This design comes from an exercise in tuning for small area and a short achievable clock period on the open sky130 flow, not from production work.
In this exercise RTL edits were held to simulation tests only and were not proved equivalent to the original.
Power figures rest on the tool's default switching activity, not on a simulated workload.

[flow/design.v]
package iq_pkg;
    localparam int IQ_SIZE = 16;
    localparam int IQ_PTR_W = $clog2(IQ_SIZE);
    localparam int AL_SIZE = 64;
    localparam int AL_TAG_W = $clog2(AL_SIZE);
    localparam int NUM_PR = 64;
    localparam int PR_W = $clog2(NUM_PR);
    localparam int ADDR_W = 32;
    localparam int NUM_LANES = 2;
    localparam int NUM_WB = 4;
    typedef logic [AL_TAG_W-1:0] al_tag_t;
    typedef logic [PR_W-1:0] pr_tag_t;
    typedef logic [IQ_PTR_W-1:0] iq_ptr_t;
    typedef logic [IQ_PTR_W:0] iq_count_t;
    typedef enum logic {
        MEM_READ,
        MEM_WRITE
    } mem_op_e;
    typedef enum logic [2:0] {
        W_BYTE  = 3'b000,
        W_HALF  = 3'b001,
        W_WORD  = 3'b010,
        W_UBYTE = 3'b100,
        W_UHALF = 3'b101
    } mem_width_e;
    typedef struct packed {
        logic [ADDR_W-1:0] pc;
        pr_tag_t rs1;
        pr_tag_t rs2;
        pr_tag_t rd;
        logic uses_rs1;
        logic uses_rs2;
        logic uses_rd;
        logic uses_imm;
        logic [31:0] imm;
        logic is_mem_access;
        logic accesses_csr;
        mem_op_e mem_op;
        mem_width_e width;
        al_tag_t al_addr;
    } iq_entry_t;
    localparam int ENTRY_W = ADDR_W + 3 * PR_W + 4 + 32 + 2 + 1 + 3 + AL_TAG_W;
endpackage
`timescale 1ns/1ps
module iq_stall (
    input  logic [1:0] i_ren_valid,
    input  logic [3:0] i_kind,   
    input  logic i_c15,
    input  logic i_c14,
    output logic o_stall
);
    logic q0;
    logic q1;
    assign q0 = i_ren_valid[0] & (i_kind[1] | i_kind[0]);
    assign q1 = i_ren_valid[1] & (i_kind[3] | i_kind[2]);
    assign o_stall = (i_c15 & (q0 | q1)) | (i_c14 & q0 & q1);
endmodule
`timescale 1ns/1ps
module mem_issue_queue (
    input  logic clk,
    input  logic reset,
    input  logic [1:0] i_ren_valid,
    input  logic [195:0] i_ren_entry,
    input  logic [3:0] i_ren_src_ready,
    input  logic [3:0] i_wb_valid,
    input  logic [3:0] i_wb_uses_rd,
    input  logic [23:0] i_wb_rd,
    input  logic i_recall,
    input  logic [5:0] i_new_front,
    input  logic [5:0] i_old_front,
    output logic o_stall,
    output logic [1:0] o_iss_valid,
    output logic [195:0] o_iss_entry
);
    localparam int EW = iq_pkg::ENTRY_W;
    localparam int N = iq_pkg::IQ_SIZE;
    logic [EW-1:0] e0;
    logic [EW-1:0] e1;
    assign e0 = i_ren_entry[EW-1:0];
    assign e1 = i_ren_entry[2*EW-1:EW];
    logic q0;
    logic q1;
    assign q0 = i_ren_valid[0] & (e0[11] | e0[10]);
    assign q1 = i_ren_valid[1] & (e1[11] | e1[10]);
    function automatic logic ge6(input logic [5:0] a, input logic [5:0] b);
        logic r;
        r = 1'b1;
        for (int k = 0; k < 6; k++) begin
            r = (a[k] & ~b[k]) | (~(a[k] ^ b[k]) & r);
        end
        ge6 = r;
    endfunction
    logic [3:0] back;
    logic [3:0] back1;
    logic [3:0] back2;
    logic [3:0] front;
    logic [3:0] front1;
    logic [3:0] front2;
    logic [3:0] cnt;
    logic c15;
    logic c14;
    logic acc;
    assign back1 = back + 4'd1;
    assign back2 = back + 4'd2;
    assign front1 = front + 4'd1;
    assign front2 = front + 4'd2;
    assign cnt = front - back;
    logic stall;
    assign stall = (c15 & (q0 | q1)) | (c14 & q0 & q1);
    assign acc = !stall && !i_recall;
    iq_stall u_stall (
        .i_ren_valid (i_ren_valid),
        .i_kind      ({e1[11], e1[10], e0[11], e0[10]}),
        .i_c15       (c15),
        .i_c14       (c14),
        .o_stall     (o_stall)
    );
    logic [3:0] wbv;
    assign wbv = i_wb_valid & i_wb_uses_rd;
    function automatic logic wb_hit(input logic [5:0] tag, input logic [3:0] v,
                                    input logic [23:0] rd);
        logic h;
        h = 1'b0;
        for (int k = 0; k < 4; k++) begin
            h = h | (v[k] && (rd[6*k +: 6] == tag));
        end
        wb_hit = h;
    endfunction
    logic [1:0] rin0;
    logic [1:0] rin1;
    assign rin0[0] = !e0[47] || i_ren_src_ready[0] || wb_hit(e0[65:60], wbv, i_wb_rd);
    assign rin0[1] = !e0[46] || i_ren_src_ready[1] || wb_hit(e0[59:54], wbv, i_wb_rd);
    assign rin1[0] = !e1[47] || i_ren_src_ready[2] || wb_hit(e1[65:60], wbv, i_wb_rd);
    assign rin1[1] = !e1[46] || i_ren_src_ready[3] || wb_hit(e1[59:54], wbv, i_wb_rd);
    logic sel_e0;
    logic sel_o0;
    logic [EW-1:0] d_e;
    logic [EW-1:0] d_o;
    logic [1:0] r_e;
    logic [1:0] r_o;
    assign sel_e0 = !front[0] & q0;
    assign sel_o0 = front[0] & q0;
    assign d_e = sel_e0 ? e0 : e1;
    assign d_o = sel_o0 ? e0 : e1;
    assign r_e = sel_e0 ? rin0 : rin1;
    assign r_o = sel_o0 ? rin0 : rin1;
    logic [EW-1:0] mem [N];
    logic [N-1:0] valid;
    logic [N-1:0] rdy1;
    logic [N-1:0] rdy2;
    logic [N-1:0] wen;
    logic [N-1:0] inr;
    logic [N-1:0] fl;
    logic [N-1:0] start;
    logic wrap;
    assign wrap = !ge6(i_old_front, i_new_front);
    always_comb begin
        for (int i = 0; i < N; i++) begin
            wen[i] = (4'(i) == front) || ((4'(i) == front1) && !c15);
            if (wrap) begin
                inr[i] = ge6(mem[i][5:0], i_new_front) || !ge6(mem[i][5:0], i_old_front);
            end else begin
                inr[i] = ge6(mem[i][5:0], i_new_front) && !ge6(mem[i][5:0], i_old_front);
            end
            fl[i] = i_recall && valid[i] && inr[i];
        end
        for (int i = 0; i < N; i++) begin
            start[i] = fl[i] && !fl[(i + N - 1) % N];
        end
    end
    logic [3:0] frontm1;
    logic [3:0] frontm2;
    logic fl_y;
    logic fl_y2;
    assign frontm1 = front - 4'd1;
    assign frontm2 = front - 4'd2;
    assign fl_y = fl[frontm1];
    assign fl_y2 = fl[frontm2];
    logic [3:0] rec_front;
    always_comb begin
        rec_front = '0;
        for (int i = 0; i < N; i++) begin
            rec_front = rec_front | ({4{start[i]}} & 4'(i));
        end
    end
    logic [N/2-1:0] rsel_e;
    logic [N/2-1:0] rsel_o;
    logic h0;
    logic h1;
    logic [N-1:0] bo;
    always_comb begin
        for (int k = 0; k < N / 2; k++) begin
            bo[2*k] = rsel_o[k] & !back[0];
            bo[2*k+1] = rsel_o[k] & back[0];
        end
    end
    logic [5:0] tag_b0;
    logic [5:0] tag_b1;
    logic inr_b0;
    logic inr_b1;
    always_comb begin
        tag_b0 = '0;
        tag_b1 = '0;
        for (int i = 0; i < N; i++) begin
            tag_b0 = tag_b0 | ({6{bo[i]}} & mem[i][5:0]);
            tag_b1 = tag_b1 | ({6{bo[(i + N - 1) % N]}} & mem[i][5:0]);
        end
        if (wrap) begin
            inr_b0 = ge6(tag_b0, i_new_front) || !ge6(tag_b0, i_old_front);
            inr_b1 = ge6(tag_b1, i_new_front) || !ge6(tag_b1, i_old_front);
        end else begin
            inr_b0 = ge6(tag_b0, i_new_front) && !ge6(tag_b0, i_old_front);
            inr_b1 = ge6(tag_b1, i_new_front) && !ge6(tag_b1, i_old_front);
        end
    end
    assign h0 = valid[back] && rdy1[back] && rdy2[back] && !(i_recall && inr_b0);
    assign h1 = h0 && valid[back1] && rdy1[back1] && rdy2[back1] && !(i_recall && inr_b1);
    logic [N-1:0] go;
    logic [N-1:0] iss_clr;
    always_comb begin
        go = valid & rdy1 & rdy2 & ~fl;
        for (int i = 0; i < N; i++) begin
            iss_clr[i] = (bo[i] & go[i]) |
                         (bo[(i + N - 1) % N] & go[(i + N - 1) % N] & go[i]);
        end
    end
    always_ff @(posedge clk) begin
        for (int i = 0; i < N; i++) begin
            if (wen[i]) begin
                mem[i] <= i[0] ? d_o : d_e;
            end
        end
    end
    always_ff @(posedge clk) begin
        for (int i = 0; i < N; i++) begin
            if (wen[i]) begin
                {rdy2[i], rdy1[i]} <= i[0] ? r_o : r_e;
            end else begin
                if (wb_hit(mem[i][65:60], wbv, i_wb_rd)) rdy1[i] <= 1'b1;
                if (wb_hit(mem[i][59:54], wbv, i_wb_rd)) rdy2[i] <= 1'b1;
            end
        end
    end
    logic na1;
    logic na2;
    logic na0;
    logic ni0;
    logic ni1;
    logic ni2;
    assign na2 = acc & q0 & q1;
    assign na1 = acc & (q0 ^ q1);
    assign na0 = !na1 & !na2;
    assign ni2 = h1;
    assign ni1 = h0 & !h1;
    assign ni0 = !h0;
    logic e15;
    logic e14;
    logic e13;
    logic e12;
    logic dz;
    logic dp1;
    logic dp2;
    logic dm1;
    logic c15_n;
    logic c14_n;
    assign e15 = cnt == 4'd15;
    assign e14 = cnt == 4'd14;
    assign e13 = cnt == 4'd13;
    assign e12 = cnt == 4'd12;
    assign dz = (na0 & ni0) | (na1 & ni1) | (na2 & ni2);
    assign dp1 = (na1 & ni0) | (na2 & ni1);
    assign dp2 = na2 & ni0;
    assign dm1 = (na0 & ni1) | (na1 & ni2);
    always_comb begin
        if (i_recall) begin
            c15_n = e15 & !fl_y & ni0;
            c14_n = (!fl_y & ((e15 & ni1) | (e14 & ni0))) |
                    (e15 & fl_y & !fl_y2 & ni0);
        end else begin
            c15_n = (e15 & dz) | (e14 & dp1) | (e13 & dp2);
            c14_n = (e15 & dm1) | (e14 & dz) | (e13 & dp1) | (e12 & dp2);
        end
    end
    logic [3:0] front_n;
    logic [3:0] back_n;
    always_comb begin
        front_n = front;
        if (i_recall) begin
            if (fl_y) front_n = rec_front;
        end else if (na2) begin
            front_n = front2;
        end else if (na1) begin
            front_n = front1;
        end
        back_n = h1 ? back2 : h0 ? back1 : back;
    end
    always_ff @(posedge clk) begin
        if (reset) begin
            valid <= '0;
            front <= '0;
            back <= '0;
            c15 <= 1'b0;
            c14 <= 1'b0;
            o_iss_valid <= '0;
        end else begin
            for (int i = 0; i < N; i++) begin
                valid[i] <= (valid[i] && !fl[i] &&
                             !iss_clr[i]) ||
                            ((na1 || na2) && (4'(i) == front)) ||
                            (na2 && (4'(i) == front1));
            end
            front <= front_n;
            back <= back_n;
            c15 <= c15_n;
            c14 <= c14_n;
            o_iss_valid <= {h1, h0};
        end
    end
    logic adv_e;
    logic adv_o;
    assign adv_e = h1 | (h0 & !back[0]);
    assign adv_o = h1 | (h0 & back[0]);
    always_ff @(posedge clk) begin
        if (reset) begin
            rsel_e <= 8'd1;
            rsel_o <= 8'd1;
        end else begin
            if (adv_e) rsel_e <= {rsel_e[6:0], rsel_e[7]};
            if (adv_o) rsel_o <= {rsel_o[6:0], rsel_o[7]};
        end
    end
    logic [EW-1:0] rd_e;
    logic [EW-1:0] rd_o;
    always_comb begin
        rd_e = '0;
        rd_o = '0;
        for (int k = 0; k < N / 2; k++) begin
            rd_e = rd_e | ({EW{rsel_e[k]}} & mem[2*k]);
            rd_o = rd_o | ({EW{rsel_o[k]}} & mem[2*k+1]);
        end
    end
    always_ff @(posedge clk) begin
        o_iss_entry[EW-1:0] <= back[0] ? rd_o : rd_e;
        o_iss_entry[2*EW-1:EW] <= back[0] ? rd_e : rd_o;
    end
endmodule
[flow/flow/run.sh]
#!/bin/bash
# The standard layout, with plain buffers (buf_2) on the ports instead of the
# delay cells buffer_ports picks on its own. make's output goes to make.log.
set -euo pipefail
bash standard.sh 'BUFFER_PORTS_ARGS=-buffer_cell sky130_fd_sc_hd__buf_2' finish > make.log 2>&1
[flow/standard.sh]
#!/bin/bash
# synth_recipe.tcl (not shown) runs the flow's synth.tcl, then flattens the netlist and writes it again
# the make line also repeats each setting of config.mk as NAME=value (left out here)
make -C /OpenROAD-flow-scripts/flow DESIGN_CONFIG=/design/flow/config.mk WORK_HOME=/design/flow/orfs CLKGATE_MAP_FILE= SYNTH_SCRIPT=/design/flow/synth_recipe.tcl "${@:-finish}"
[flow/config.mk]
export PLATFORM = sky130hd
export DESIGN_NAME = mem_issue_queue
export DESIGN_NICKNAME = mem_issue_queue
export VERILOG_FILES = /design/flow/design.v
export SDC_FILE = /design/flow/constraint.sdc
export NUM_CORES = 4
export LEC_CHECK = 0
export CAP_MARGIN = 20
export CORE_MARGIN = 2
export CORE_UTILIZATION = 55
export SETUP_SLACK_MARGIN = 4.2
export SLEW_MARGIN = 20
export SYNTH_HIERARCHICAL = 1
[flow/constraint.sdc]
create_clock -name core_clock -period 7.5 [get_ports {clk}]
set_input_delay 1.5000 -clock core_clock [delete_from_list [all_inputs] [get_ports {clk}]]
set_output_delay 1.5000 -clock core_clock [all_outputs]
set_load 0.01 [all_outputs]
==> summary.txt, run 1 <==
STA
  • Setup TNS: 0 ns
  • Rel. slew slack: 0.2193
  • Slew Viols, Final: 0
  • Worst setup margin: 3.757 ns
  • Crit share post-route: 0.4991
  • Fmax: between 200 and 300 MHz
  • Final setup viols: 0
  • Hold Vio Cnt, Final: 0
  • RSZ-0062 raised after global routing: yes
  • Worst-Margin Slew: 1.171 ns
  • Skew final: about 0.063 ns
  • Crit path time final: 3.743 ns

Place
  • Post-DP HPWL: roughly 170000 um
  • Area after DPL: a little under 0.09 mm2
  • IO Port Bufs: 447
  • RD Place Congestion: approximately 0.9
  • Placed instance count: about 8300
  • DP Worst Slack: around 1.8 ns

Synth
  • Synth Area in Simple Gates: 0.06965
  • Cells after Synth: approximately 6300
  • Syn_nets: 6753
  • Avg Cell Area, Syn: approximately 13 um2
  • Main synth FF type: edfxtp_1
  • Async S/R FF share, synth: 0
  • Sequential share of the synthesized area: 0.6270
  • Cell variety after synth: 95
  • Syn. warnings: 8
  • Syn Std Cell Area: 0.08429 mm2
  • Largest family of logic cells by synthesized area: compound AO/OA/AOI/OAI gates
  • Post-Synth Adder-Cell Area: 0.03160
  • Compound-cell area share of the yosys netlist: 0.1184
  • FF+latch count, synth: between 1500 and 2000
  • Mux cell area share after synthesis: 0.03236
  • Post-synth EDFFs: 1600
  • Post-synthesis xor/xnor area fraction: 0.09092

Critical path
  • Critical Path Sink Type: flop
  • Worst reg2reg startpoint: mem[5][3]
  • Crit path DAT: 4.41 ns
  • Worst endpoint required time: slightly above 8 ns
  • Crit Path Category: reg -> reg
  • Cell mode on critical path: o21a_1
  • Crit-path slowest cell: edfxtp_1
  • Crit-path cells: a222oi_1, nand3_1, a21oi_2, and2_4, a21oi_4, ha_4, o21a_1, o21a_1, a2111oi_4, a211oi_2, buf_6, o21bai_4, buf_12, mux2i_1, nor2_1
  • Critical Path Start: mem[5][3]
  • Reg2reg end: rsel_o[6]
  • CP Launch Type: flop
  • Worst reg2reg setup slack: between 3 and 4 ns
  • R2R depth: 15
  • Worst Path Max Fanout: 12
  • CP max stage delay: about 0.45 ns

Clock network
  • Clk root buf: clkbuf_16
  • Bufs on Longest Clock Path: 3
  • TritonCTS clock tree: built
  • Hold_buf cts: 0
  • Clock Sinks: between 1500 and 2000
  • Max H-tree Level: 4
  • CTS buffer count: between 150 and 200
  • Clk latency of the worst-skew pair: approximately 0.86 ns
  • Worst-path clk slew: 0.07 ns

Floorplan
  • Core area: ~0.15 mm2
  • IO Count: 448
  • Die X: around 400 um
  • Die span in y: between 300 and 400 um
  • Starting Density: 0.5542
  • Row cnt: approximately 140
  • DIE AREA: approximately 0.16 mm2

Final layout
  • Final Non-Filler Cells: a little under 9000
  • Area grow syn2layout: 15.47%
  • Share of layout cells above drive strength 1: 0.2097
  • Fin nets: about 7000
  • Final instance area: between 0.09 and 0.1 mm2

GRT
  • GR Util All Layers: 0.3638
  • Wire length of the first global-routing pass: 411600 um
  • Initial antenna violation count: 15
  • Vias in the first global route: about 57000
  • Total gr overflow: 0
  • Pin count of the biggest net entering global routing: between 100 and 150

Route
  • Routed Antenna Nets: 0
  • Drt pass-1 iters: 11
  • Wirelength per Cell: 33.03 um
  • Initial DRC count: around 6000
  • Post-detailed-route via-to-cell ratio: between 6 and 7
  • Routed WL: between 200000 and 300000 um
  • Vias: 58620
  • DRC viols: 0

Power
  • Power density over the cells: ~310 mW/mm2
  • Leak: between 30 and 40 nW
  • Max VDD drop: about 0.30 mV

Run status
  • Status: finished clean

Job
  • Max-cap violations: 0

Min path
  • Hold Path End: valid[5]
  • HP Start: valid[5]
  • HP Class: reg -> reg
  • Worst Hold Depth: 2
per-module statistics from Yosys (local to each module, per instance):
module	cell area [um2]	flops+latches	cells inside
iq_stall	26.28	0	5
mem_issue_queue	84270	1840	6296
power by group:
part	internal, W	total, W	switching (W)
registers	0.0131	0.0139	0.000813
logic	0.00234	0.00666	0.00432
clock network	0.00542	0.00951	0.00409
total	0.0209	0.0301	0.00923
kinds of logic (layout without fill, tap and decap cells):
logic type,after synthesis,count (layout)
AND/OR/NAND/NOR,1056,1057
adder cells (fa/ha/maj),214,214
other,0,9
XOR/XNOR,875,875
multiplexers,235,235
flip-flops,1840,1840
AO/OA/AOI/OAI,1417,1420
buffers and inverters,664,1093
final cells by class:
class / count / area (um2)
antenna: 9 / 22.52
clock buffer: 260 / 5206
clock inverter: 91 / 1147
fill: 11430 / 54750
inverter: 54 / 269.0
multi-input combinational: 3801 / 30320
sequential: 1840 / 52920
tap: 2030 / 2540
timing repair buffer: 687 / 4900
timing repair inverter: 1 / 8.758
critical path: cells and delay by family, from the launching register on:
family,cells,cell delay (ns)
simple gates,3,0.51
fa+ha+maj,1,0.25
mux,1,0.19
flops,1,0.45
buf+inv,2,0.32
compound gates,8,1.79
per-stage QoR:
| stage | total power, W | hold slack [ns] | utilization |
|---|---|---|---|
| 6_report | 0.03012 | 0.5791 | 0.6400 |
| 5_1_grt | 0.03114 | 0.5761 | 0.6399 |
| 4_1_cts | 0.02997 | 0.5914 | 0.6330 |
| 3_5_place_dp | 0.02028 | 0.5806 | 0.5783 |
| 3_3_place_gp | 0.02020 | 0.5786 | 0.5781 |
| 2_1_floorplan | 0.01753 | 0.4790 | - |
metal layers:
layer	track usage	part of all wire	up-vias
li1	-	-	24840
met3	0.07452	0.095	686
met2	0.5761	0.47	3232
met1	0.4880	0.39	29850
met4	0.1575	0.047	10
met5	0	0.00022	-
state kept, by name, indices dropped and copies added, names as in the netlist:
| signal | flops |
|---|---|
| rsel_o | 8 |
| rdy1 | 16 |
| c15 | 1 |
| valid | 16 |
| mem | 1568 |
| front | 4 |
| rsel_e | 8 |
| back | 4 |
| o_iss_valid | 2 |
| o_iss_entry | 196 |
| rdy2 | 16 |
| c14 | 1 |
layout by cell type (no fill, tap or decap), types with 48 or more instances in the layout:
| master | synthesis | layout |
|---|---|---|
| a21oi_1 | 276 | 262 |
| a22oi_1 | 797 | 797 |
| and4_1 | 99 | 99 |
| buf_2 | 9 | 423 |
| buf_4 | 1 | 162 |
| buf_6 | 4 | 48 |
| clkbuf_1 | 448 | 50 |
| clkbuf_16 | 0 | 189 |
| dfxtp_1 | 240 | 220 |
| edfxtp_1 | 1600 | 1600 |
| ha_1 | 202 | 185 |
| mux2_2 | 196 | 196 |
| nand2_1 | 137 | 123 |
| nand3_1 | 59 | 52 |
| nand4_1 | 244 | 244 |
| nor2_1 | 257 | 251 |
| nor4_1 | 117 | 114 |
| o21ai_0 | 95 | 57 |
| xnor2_1 | 467 | 466 |
| xor2_1 | 408 | 408 |
how the worst max path moves through the flow:
stage / end / slack, ns / cells past startpoint
after floorplan: front[1] / 3.44 / 13
after global placement: front[1] / 1.84 / 12
after detailed placement: front[1] / 1.83 / 12
after CTS: front[1] / 3.85 / 13
after global routing: rsel_e[2] / 3.65 / 18
final: rsel_o[6] / 3.76 / 15
synthesized netlist by cell type, drive strengths merged (162+ instances only):
cell	count	area share
edfxtp	1600	0.57
a22oi	798	0.071
xnor2	467	0.049
clkbuf	448	0.020
xor2	408	0.042
a21oi	278	0.017
nor2	257	0.011
nand4	244	0.018
dfxtp	240	0.057
ha	202	0.030
mux2	197	0.026
buf	162	0.0077
what timing repair did:
action                                  4_1_cts  5_1_grt
pin swaps                                    67       84
resized for setup                           238      139
endpoints found under the setup margin     1532      458
buffers inserted                             94       38
gates cloned                                  9        0
==> inputs of run 2 (changes only) <==
==> flow/flow/run.sh (replaced) <==
#!/bin/bash
# The standard layout, with plain buffers (buf_1) on the ports instead of the
# delay cells buffer_ports picks on its own. make's output goes to make.log.
set -euo pipefail
bash standard.sh 'BUFFER_PORTS_ARGS=-buffer_cell sky130_fd_sc_hd__buf_1' finish > make.log 2>&1
--- a/flow/config.mk
+++ b/flow/config.mk
@@ -9,4 +9,4 @@
 export CORE_MARGIN = 2
-export CORE_UTILIZATION = 55
-export SETUP_SLACK_MARGIN = 4.2
+export CORE_UTILIZATION = 40
+export SETUP_SLACK_MARGIN = 4.0
 export SLEW_MARGIN = 20
==> run 2 against run 1 <==
Against the previous run: still clean on timing, DRC and antenna; via count up 1.5%; maximum frequency down 2.2%; first-iteration DRC count is 27% higher; final cell count up 9.3%; worst setup slack lost 0.084 ns; design area increased by 1.2%; clock power increased by 2.3%; flip-flop and latch count stayed put; routed wire length up 5.3%; largest power group unchanged.
==> summary.txt, run 2 <==
Run status
  • Status: finished clean (unchanged)

Critical path
  • Crit-path cells: buf_1, o21ai_2, o21ai_4, buf_6 (was a222oi_1, nand3_1, a21oi_2, and2_4, a21oi_4, ha_4, o21a_1, o21a_1, a2111oi_4, a211oi_2, buf_6, o21bai_4, buf_12, mux2i_1, nor2_1)
  • Worst Path Max Fanout: 4 (was 12)
  • Critical path buffers and inverters: 2 (unchanged)
  • Crit-path slowest cell: o21ai_4 (was edfxtp_1)
  • Top delay family on crit path: compound AO/OA/AOI/OAI gates (unchanged)
  • Crit Path Category: in -> out (was reg -> reg)
  • Crit path DAT: 2.33 ns (was 4.41 ns)
  • Worst endpoint required time: 6.00 ns (was 8.16 ns)
  • Critical Path Sink Type: output pin (was flop)
  • CP Launch Type: input pin (was flop)
  • CP max stage delay: 0.35 ns (was 0.45 ns)

STA
  • Final setup viols: 0 (unchanged)
  • Hold Vio Cnt, Final: 0 (unchanged)
  • Crit share post-route: 0.5103 (was 0.4991)
  • Slew Viols, Final: 0 (unchanged)
  • Fmax: 261.3 MHz (was 267.1 MHz)
  • RSZ-0062 raised after global routing: yes (unchanged)
  • Worst-Margin Slew: 1.243 ns (was 1.171 ns)
  • Skew final: 0.07675 ns (was 0.06297 ns)
  • Rel. slew slack: 0.1711 (was 0.2193)
  • Crit path time final: 3.827 ns (was 3.743 ns)
  • Worst Hold Slack: 0.5731 ns (was 0.5791 ns)
  • Setup TNS: 0 ns (unchanged)

Floorplan
  • IO Count: 448 (unchanged)
  • Core area: 0.2096 mm2 (was 0.1521 mm2)
  • Die X: 463.1 um (was 395.5 um)
  • Die span in y: 463.1 um (was 395.5 um)
  • DIE AREA: 0.2144 mm2 (was 0.1564 mm2)
  • Starting Density: 0.4022 (was 0.5542)
  • Row cnt: 168 (was 143)

GRT
  • Vias in the first global route: 57750 (was 57010)
  • Wire length of the first global-routing pass: 428300 um (was 411600 um)
  • Initial antenna violation count: 19 (was 15)
  • Pin count of the biggest net entering global routing: 87 (was 103)
  • Total gr overflow: 0 (unchanged)
  • GR Util All Layers: 0.2747 (was 0.3638)

Final layout
  • Commonest non-fill, non-tap cells in the layout: 1600 x edfxtp_1, 797 x a22oi_1, 466 x xnor2_1 (unchanged)
  • Fin nets: 7061 (was 7024)
  • Share of layout cells above drive strength 1: 0.1574 (was 0.2097)
  • Area grow syn2layout: 16.88% (was 15.47%)
  • Leading cell type in the layout, fill and taps excluded: edfxtp_1 (unchanged)
  • Biggest regs: mem (1568), o_iss_entry (196) (unchanged)
  • Biggest register: mem (unchanged)
  • Max FFs per register: 1568 (unchanged)

Synth
  • Avg Cell Area, Syn: 13.38 um2 (unchanged)
  • Async S/R FF share, synth: 0 (unchanged)
  • Sequential share of the synthesized area: 0.6270 (unchanged)
  • Syn_nets: 6753 (unchanged)
  • Top-area cell type share of the netlist area: 0.5700 (unchanged)
  • Main synth FF type: edfxtp_1 (unchanged)
  • FF+latch count, synth: 1840 (unchanged)
  • Commonest cells in the netlist: 1600 x edfxtp_1, 797 x a22oi_1, 467 x xnor2_1, 448 x clkbuf_1, 408 x xor2_1 (unchanged)
  • Syn. warnings: 8 (unchanged)
  • Top cells by area, synth: edfxtp_1 57%, a22oi_1 7.1%, dfxtp_1 5.7% (unchanged)
  • Top-count cell post-synth: edfxtp_1 (unchanged)
  • Cell taking the most area after synthesis: edfxtp_1 (unchanged)
  • Cells after Synth: 6301 (unchanged)
  • Syn Std Cell Area: 0.08429 mm2 (unchanged)
  • Cell variety after synth: 95 (unchanged)
  • Post-synth EDFFs: 1600 (unchanged)

Route
  • Wirelength per Cell: 31.82 um (was 33.03 um)
  • Post-detailed-route via-to-cell ratio: 6.204 (was 6.681)
  • Drt pass-1 iters: 7 (was 11)
  • Vias: 59510 (was 58620)
  • DRC viols: 0 (unchanged)
  • Routed WL: 305200 um (was 289700 um)
  • Initial DRC count: 7649 (was 6023)
  • Routed Antenna Nets: 0 (unchanged)

Power
  • Max VDD drop: 0.2546 mV (was 0.2984 mV)
  • Power density over the cells: 308.3 mW/mm2 (was 309.5 mW/mm2)
  • Leak: 31.55 nW (was 32.30 nW)
  • Tot Pwr: 0.03038 W (was 0.03012 W)

Clock network
  • CTS buffer count: 192 (was 187)
  • Max H-tree Level: 4 (unchanged)
  • Clk latency of the worst-skew pair: 0.89 ns (was 0.86 ns)
  • Clk root buf: clkbuf_16 (unchanged)
  • Worst-path clk slew: 0.06 ns (was 0.07 ns)
  • Clock Sinks: 1840 (unchanged)
  • Bufs on Longest Clock Path: 3 (unchanged)
  • TritonCTS clock tree: built (unchanged)
  • Hold_buf cts: 0 (unchanged)

Job
  • Max-cap violations: 0 (unchanged)

Place
  • RD Place Congestion: 0.9124 (was 0.9271)
  • Post-DP HPWL: 180800 um (was 170000 um)
  • IO Port Bufs: 447 (unchanged)

Min path
  • HP Class: reg -> reg (unchanged)
run 2: cell counts after synthesis:
No cell type changed its count.
run 2: report_power, final:
group	total [W]	internal (W)	switching (W)
sequential	0.0140	0.0131	0.000889
clock	0.00973	0.00554	0.00418
combinational	0.00663	0.00216	0.00446
run 2: routing by layer:
layer,routed length (um),global-route usage
met1,125300,0.3805
met2,135500,0.4220
met3,29890,0.05249
met4,14370,0.1161
met5,111,0
run 2: metrics by stage:
step / cell area, um2 / util / worst slack (ns) / instances
floorplan: 84510 / - / 3.442 / 6301
global placement: 88410 / 0.4219 / 1.791 / 9063
detailed placement: 88410 / 0.4219 / 1.870 / 9063
CTS: 97170 / 0.4636 / 3.700 / 9538
global route: 98510 / 0.4700 / 3.687 / 9587
finish: 98520 / 0.4701 / 3.673 / 9592
run 2: final cells by class:
| class | count | area [um2] |
|---|---|---|
| Timing Repair Buffer | 719 | 4780 |
| Multi-Input combinational cell | 3800 | 30450 |
| Antenna cell | 9 | 22.52 |
| Clock inverter | 104 | 1181 |
| Fill cell | 18280 | 111100 |
| Sequential cell | 1840 | 52920 |
| Tap cell | 2805 | 3510 |
| Clock buffer | 259 | 5380 |
| Inverter | 54 | 265.3 |
| Timing Repair inverter | 2 | 17.52 |
run 2: path summary, 6_finish.rpt:
kind	cells after the start	startpoint	to	slack (ns)
max	4	i_ren_entry[108]	o_stall	3.67
min	2	valid[2]	valid[2]	0.57
max reg2reg	17	mem[3][3]	rsel_o[5]	3.79
min reg2reg	2	valid[2]	valid[2]	0.57
run 2: per-module statistics from Yosys (local to each module, per instance):
module / flip-flops and latches / cell area, um2 / cells
mem_issue_queue: 1840 / 84270 / 6296
iq_stall: 0 / 26.28 / 5
run 2: cells by family after synthesis:
family	after synthesis	synth area share
adders and majority gates	214	0.03160
muxes	235	0.03236
AOI/OAI and AO/OA	1417	0.1184
and+or+nand+nor	1056	0.06965
xor gates and xnor gates	875	0.09092
DFF	1840	0.6270
buffers and inverters	664	0.03010
run 2: worst reg2reg max path: stages (launching register included):
cell and delay, ns:
edfxtp_1 0.40, a222oi_1 0.46, nand3_1 0.23, a21oi_2 0.19, and2_4 0.19, a21oi_4 0.05
ha_4 0.31, o21a_1 0.12, o21a_1 0.18, buf_4 0.13, o221ai_2 0.11, a211oi_4 0.46
buf_6 0.19, o21bai_4 0.09, buf_12 0.19, buf_6 0.12, a21oi_2 0.12, nor2_1 0.05
run 2: repair_timing:
item | 4_1_cts | 5_1_grt
pin swaps | 43 | 88
setup endpoints to repair | 1880 | 881
gates cloned | 10 | 4
gates resized for setup | 219 | 175
buffers inserted | 102 | 41
endpoints found under the hold margin | 0 | 0

==> re-timing with driven ports <==
How much do the figures lean on ideal ports? The routed layouts below were timed once more, with nothing changed but the port constraints. Step 1: set_driving_cell puts a clkbuf_16 on clk and a buf_2 on each other input, an assumption about the parent block. Step 2 also shifts input and output timing later by t, the mid clock arrival at the registers, as if the neighbouring blocks saw the same clock. a / b / c = no drivers / after step 1 / after step 2; a / b = the first two.
| run | shift t [ns] | setup slack, ns | worst hold slack (ns) |
|---|---|---|---|
| run 1 | 0.923 | 3.757 / 3.748 / 2.959 | 0.579 / 0.579 / 0.579 |
| run 2 | 0.932 | 3.673 / 3.516 / 2.949 | 0.573 / 0.573 / 0.573 |
After both steps setup and hold are still met in every run listed. The setup slack of run 1, which loses most, moves by -0.009 ns with the drivers and by -0.798 ns with both steps.
